This design comes from an exercise in tuning for a short achievable clock period and few clock cycles on the open sky130 flow, not from production work.
Only simulation tests tie the RTL to the original design; equivalence was not proved.
Power is estimated from default activity; no workload was simulated.

==> inputs of job 4218 <==
==> flow/design.v <==
package data_cache_pkg;
  localparam int ADDR_W = 32;
  localparam int OFF_W  = 2;
  typedef enum logic [1:0] {
    IDLE,
    READ_MISS,
    WRITE
  } state_t;
endpackage
module cache_line_store #(
  parameter int LINES = 32,
  parameter int IB    = 5,
  parameter int TAG_W = 25
) (
  input  logic             clk,
  input  logic             rst,
  input  logic [IB-1:0]    rd_index,
  input  logic [TAG_W-1:0] rd_tag,
  output logic             rd_hit,
  output logic [31:0]      rd_data,
  input  logic             fill_en,
  input  logic [IB-1:0]    fill_index,
  input  logic [TAG_W-1:0] fill_tag,
  input  logic             wr_en,
  input  logic [31:0]      wr_data    
);
  logic [LINES-1:0] valid;
  logic [TAG_W-1:0] tags  [LINES];
  logic [31:0]      words [LINES];
  logic [LINES-1:0] match;
  logic [LINES-1:0] sel;
  logic [LINES-1:0] fsel;
  logic [31:0]      data_or;
  always_comb begin
    data_or = '0;
    for (int i = 0; i < LINES; i++) begin
      sel[i]   = (rd_index == IB'(i));
      fsel[i]  = (fill_index == IB'(i));
      match[i] = valid[i] && ~|(tags[i] ^ rd_tag);
      data_or  = data_or | (words[i] & {32{sel[i]}});
    end
  end
  assign rd_hit  = |(match & sel);
  assign rd_data = data_or;
  always_ff @(posedge clk or posedge rst) begin
    if (rst) begin
      valid <= '0;
    end else if (fill_en) begin
      valid <= valid | fsel;
    end
  end
  always_ff @(posedge clk) begin
    for (int i = 0; i < LINES; i++) begin
      if (fill_en && fsel[i]) begin
        tags[i]  <= fill_tag;
      end
      if ((fill_en && fsel[i]) || (wr_en && sel[i])) begin
        words[i] <= wr_data;
      end
    end
  end
endmodule
module data_cache #(
  parameter int LINES       = 32,
  parameter int MEM_LATENCY = 4
) (
  input  logic        clk,
  input  logic        rst,
  input  logic        cpu_read,
  input  logic        cpu_write,
  input  logic [31:0] cpu_address,
  input  logic [31:0] cpu_write_data,
  output logic [31:0] cpu_read_data,
  output logic        stall,
  output logic        mem_read,
  output logic        mem_write,
  output logic [31:0] mem_address,
  output logic [31:0] mem_write_data,
  input  logic [31:0] mem_read_data,
  output logic [31:0] hit_count,
  output logic [31:0] miss_count
);
  localparam int ADDR_W = data_cache_pkg::ADDR_W;
  localparam int OFF_W  = data_cache_pkg::OFF_W;
  localparam int IB = $clog2(LINES);
  localparam int TW = ADDR_W - OFF_W - $clog2(LINES);
  localparam int WAIT = MEM_LATENCY - 1;   
  logic [WAIT-1:0] busy;
  logic            idle;
  logic            fill;
  logic [IB-1:0] index;
  logic [TW-1:0] tag;
  logic [IB-1:0] miss_index;   
  logic [TW-1:0] miss_tag;
  logic          hit;
  logic [31:0]   line_data;
  logic          is_read;
  logic          rd_hit;
  logic          rd_miss;
  logic          wr_hit;
  logic          unused_ok;
  assign index     = cpu_address[OFF_W+IB-1:OFF_W];
  assign tag       = cpu_address[ADDR_W-1:OFF_W+IB];
  assign unused_ok = ^cpu_address[OFF_W-1:0];
  assign is_read   = cpu_read && !cpu_write;
  assign idle      = ~|busy;
  assign fill      = busy[WAIT-1];
  assign rd_hit  = idle && is_read && hit;
  assign rd_miss = idle && is_read && !hit;
  assign wr_hit  = idle && cpu_write && hit;
  cache_line_store #(
    .LINES (LINES),
    .IB    (IB),
    .TAG_W (TW)
  ) u_store (
    .clk        (clk),
    .rst        (rst),
    .rd_index   (index),
    .rd_tag     (tag),
    .rd_hit     (hit),
    .rd_data    (line_data),
    .fill_en    (fill),
    .fill_index (miss_index),
    .fill_tag   (miss_tag),
    .wr_en      (wr_hit),
    .wr_data    (fill ? mem_read_data : cpu_write_data)
  );
  always_ff @(posedge clk or posedge rst) begin
    if (rst) begin
      busy <= '0;
    end else begin
      busy <= {busy[WAIT-2:0], rd_miss};
    end
  end
  always_ff @(posedge clk) begin
    if (idle) begin
      miss_index <= index;
      miss_tag   <= tag;
    end
  end
  always_ff @(posedge clk or posedge rst) begin
    if (rst) begin
      hit_count  <= '0;
      miss_count <= '0;
    end else begin
      if (rd_hit) hit_count  <= hit_count + 32'd1;
      if (fill)   miss_count <= miss_count + 32'd1;
    end
  end
  assign stall          = !((idle && (cpu_write || hit)) || (!idle && fill));
  assign mem_read       = !rst && cpu_read && !cpu_write;
  assign mem_write      = !rst && cpu_write && idle;
  assign mem_address    = cpu_address;
  assign mem_write_data = cpu_write_data;
  assign cpu_read_data  = idle ? line_data : mem_read_data;
endmodule
==> flow/flow/run.sh <==
#!/bin/bash
# Standard synthesis and layout, with two changes:
#  - optionally (flow/remap.on present) the combinational logic of the
#    standard netlist is re-mapped by ABC without slow high-fan-in cells;
#    flip-flops are kept as they are, with their names and cell types;
#  - global routing skips its incremental timing repair, which does not
#    improve this design and takes most of the run time;
#  - port buffers are plain buffers and the resizer may swap cells across
#    footprints;
#  - flow/post_dp.tcl repairs timing once more before the clock tree.
set -euo pipefail
R=orfs/results/sky130hd/data_cache/base
bash standard.sh synth > synth.log 2>&1
if [[ -f flow/remap.on ]]; then
  cp $R/1_2_yosys.v $R/1_2_yosys_std.v
  LIB=$FLOW_HOME/platforms/sky130hd/lib/sky130_fd_sc_hd__tt_025C_1v80.lib
  DU="-dont_use sky130_fd_sc_hd__probe_p_8 -dont_use sky130_fd_sc_hd__probec_p_8 -dont_use sky130_fd_sc_hd__lpflow_*"
  for c in $(cat flow/remap.on); do DU="$DU -dont_use $c"; done
  printf 'set_driving_cell sky130_fd_sc_hd__buf_1\nset_load 5\n' > remap_abc.constr
  cat > remap.ys <<Y
read_liberty -ignore_miss_func $LIB
blackbox sky130_fd_sc_hd__*df* sky130_fd_sc_hd__*dl* sky130_fd_sc_hd__conb*
read_verilog $R/1_2_yosys_std.v
hierarchy -top $FLOW_TOP
flatten
opt -purge
abc -script $FLOW_HOME/scripts/abc_speed.script -liberty $LIB $DU -constr $PWD/remap_abc.constr -D 1
opt_clean -purge
hilomap -singleton -hicell sky130_fd_sc_hd__conb_1 HI -locell sky130_fd_sc_hd__conb_1 LO
splitnets
opt_clean -purge
stat -liberty $LIB
write_verilog -noattr -noexpr -nohex -nodec $R/1_2_yosys.v
Y
  yosys -l remap.log -s remap.ys > /dev/null 2>&1
  rm -f $R/1_synth.odb
  bash standard.sh synth > synth2.log 2>&1
fi
# Ports get plain buffers (not delay cells), which the resizer may then
# size freely.
bash standard.sh SKIP_INCREMENTAL_REPAIR=1 MATCH_CELL_FOOTPRINT=0 \
  BUFFER_PORTS_ARGS="-buffer_cell sky130_fd_sc_hd__buf_4" \
  POST_DETAIL_PLACE_TCL=$PWD/flow/post_dp.tcl finish > layout.log 2>&1
==> flow/flow/post_dp.tcl <==
# Timing repair on the detailed placement, before the clock tree is built:
# the clock-tree step's own repair then starts from a better netlist.
set_dont_use $::env(DONT_USE_CELLS)
estimate_parasitics -placement
repair_timing -setup -setup_margin 3 -repair_tns 100 -max_iterations 5000 -verbose
detailed_placement
==> flow/flow/remap.on <==
sky130_fd_sc_hd__nor4* sky130_fd_sc_hd__or4* sky130_fd_sc_hd__nor3* sky130_fd_sc_hd__or3* sky130_fd_sc_hd__a2111* sky130_fd_sc_hd__o2111* sky130_fd_sc_hd__a41* sky130_fd_sc_hd__o41* sky130_fd_sc_hd__o311* sky130_fd_sc_hd__o32* sky130_fd_sc_hd__and4* sky130_fd_sc_hd__and3* sky130_fd_sc_hd__a311* sky130_fd_sc_hd__a32*
==> flow/standard.sh <==
#!/bin/bash
# synth_recipe.tcl (not shown) runs the flow's synth.tcl, then flattens the netlist and writes it again
# the make line also repeats each setting of config.mk as NAME=value (left out here)
make -C /OpenROAD-flow-scripts/flow DESIGN_CONFIG=/design/flow/config.mk WORK_HOME=/design/flow/orfs CLKGATE_MAP_FILE= SYNTH_SCRIPT=/design/flow/synth_recipe.tcl "${@:-finish}"
==> flow/config.mk <==
export PLATFORM = sky130hd
export DESIGN_NAME = data_cache
export DESIGN_NICKNAME = data_cache
export VERILOG_FILES = /design/flow/design.v
export SDC_FILE = /design/flow/constraint.sdc
export NUM_CORES = 4
export LEC_CHECK = 0
export CAP_MARGIN = 20
export CORE_MARGIN = 2
export CORE_UTILIZATION = 48
export SETUP_SLACK_MARGIN = 3
export SLEW_MARGIN = 20
==> flow/constraint.sdc <==
create_clock -name core_clock -period 7.0 [get_ports {clk}]
set_input_delay 1.4000 -clock core_clock [delete_from_list [all_inputs] [get_ports {clk}]]
set_output_delay 1.4000 -clock core_clock [all_outputs]
set_load 0.01 [all_outputs]
==> inputs of job 7241, as changes to job 4218 <==
CORE_UTILIZATION = 65   (was 48)
==> comparison <==
Synthesized cell count is the same in job 4218 and job 7241. In synthesized area, job 4218 and job 7241 do not differ. Total power: job 4218 is larger than job 7241 (about 0.3%). In job 4218 the critical path depth is higher than in job 7241, by 20. Of job 4218 and job 7241, job 7241 has the higher non-clock buffer count (gap 72). Against job 4218, the setup slack of job 7241 is worse by 270 ps. Of job 7241 and job 4218, job 4218 has the higher cell count (gap about 6%, measured against job 4218). First-iteration DRC count: job 7241 is larger than job 4218 (29%). Of job 4218 and job 7241, job 7241 has the higher wire length (gap about 8%, measured against job 7241).
==> figures <==
item	job 7241	job 4218
Number of standard-cell rows in the floorplan	126	146
Outcome	no timing/DRC/antenna violations	no timing/DRC/antenna violations
Post-DR wirelength/cell	42.6 µm	36.6 µm
Antenna violations before repair	20	9
GR Layer Usage met2	0.722	0.538
Seq. pwr	13,100 µW	13,200 µW
# fillers	5,912	11,700
# Taps	1,536	2,072
Via count of the first global-routing pass	50,000	46,300
Routability congestion estimate	1.00	0.852
Wire length on met3	49.1 mm	31.0 mm
Total CTS buffers	189	197
Max Fanout on Critical Path	11	10
Leakage component of the power	0.0314 µW	0.0307 µW
Horizontal die dimension	348 µm	404 µm
Global-route wire length before repair	408 mm	378 mm
Height of the chip	348 µm	404 µm
Cell-internal power	19,600 µW	19,600 µW
Start point of the worst min-delay path	busy[1]	busy[0]
Post-route standard cell area excluding fillers	95,500 µm²	94,300 µm²
Testbench counts of job 4218, summed over its fixed seeds: cycles 41,661.
Testbench counts of job 7241, summed over its fixed seeds: cycles 41,661.

==> what the ideal ports hide <==
Ports are ideal in the flow. The routed layouts listed here were re-timed in OpenROAD. Step 1, drivers: a clkbuf_16 drives clk and a buf_2 each remaining input, both assumed. Step 2 moves the port delays by t, midway between the first and last clock arrival at a register: inputs arrive t later, outputs are due t later. That takes back most of the time a late clock gives input paths. Three values: ideal, step 1, step 2; two values: the first two.
run	shift t [ns]	setup slack, ns	worst setup path at the end	pins driven straight from the clock port
job 4218	0.928	1.852 / 1.830 / 0.940	input to register	1
job 7241	0.928	1.584 / 1.257 / 1.257	input to output	1
After both steps every run listed still meets setup and hold. For job 4218, which loses most, drivers alone change the setup slack by -0.022 ns; drivers and shift together by -0.912 ns.
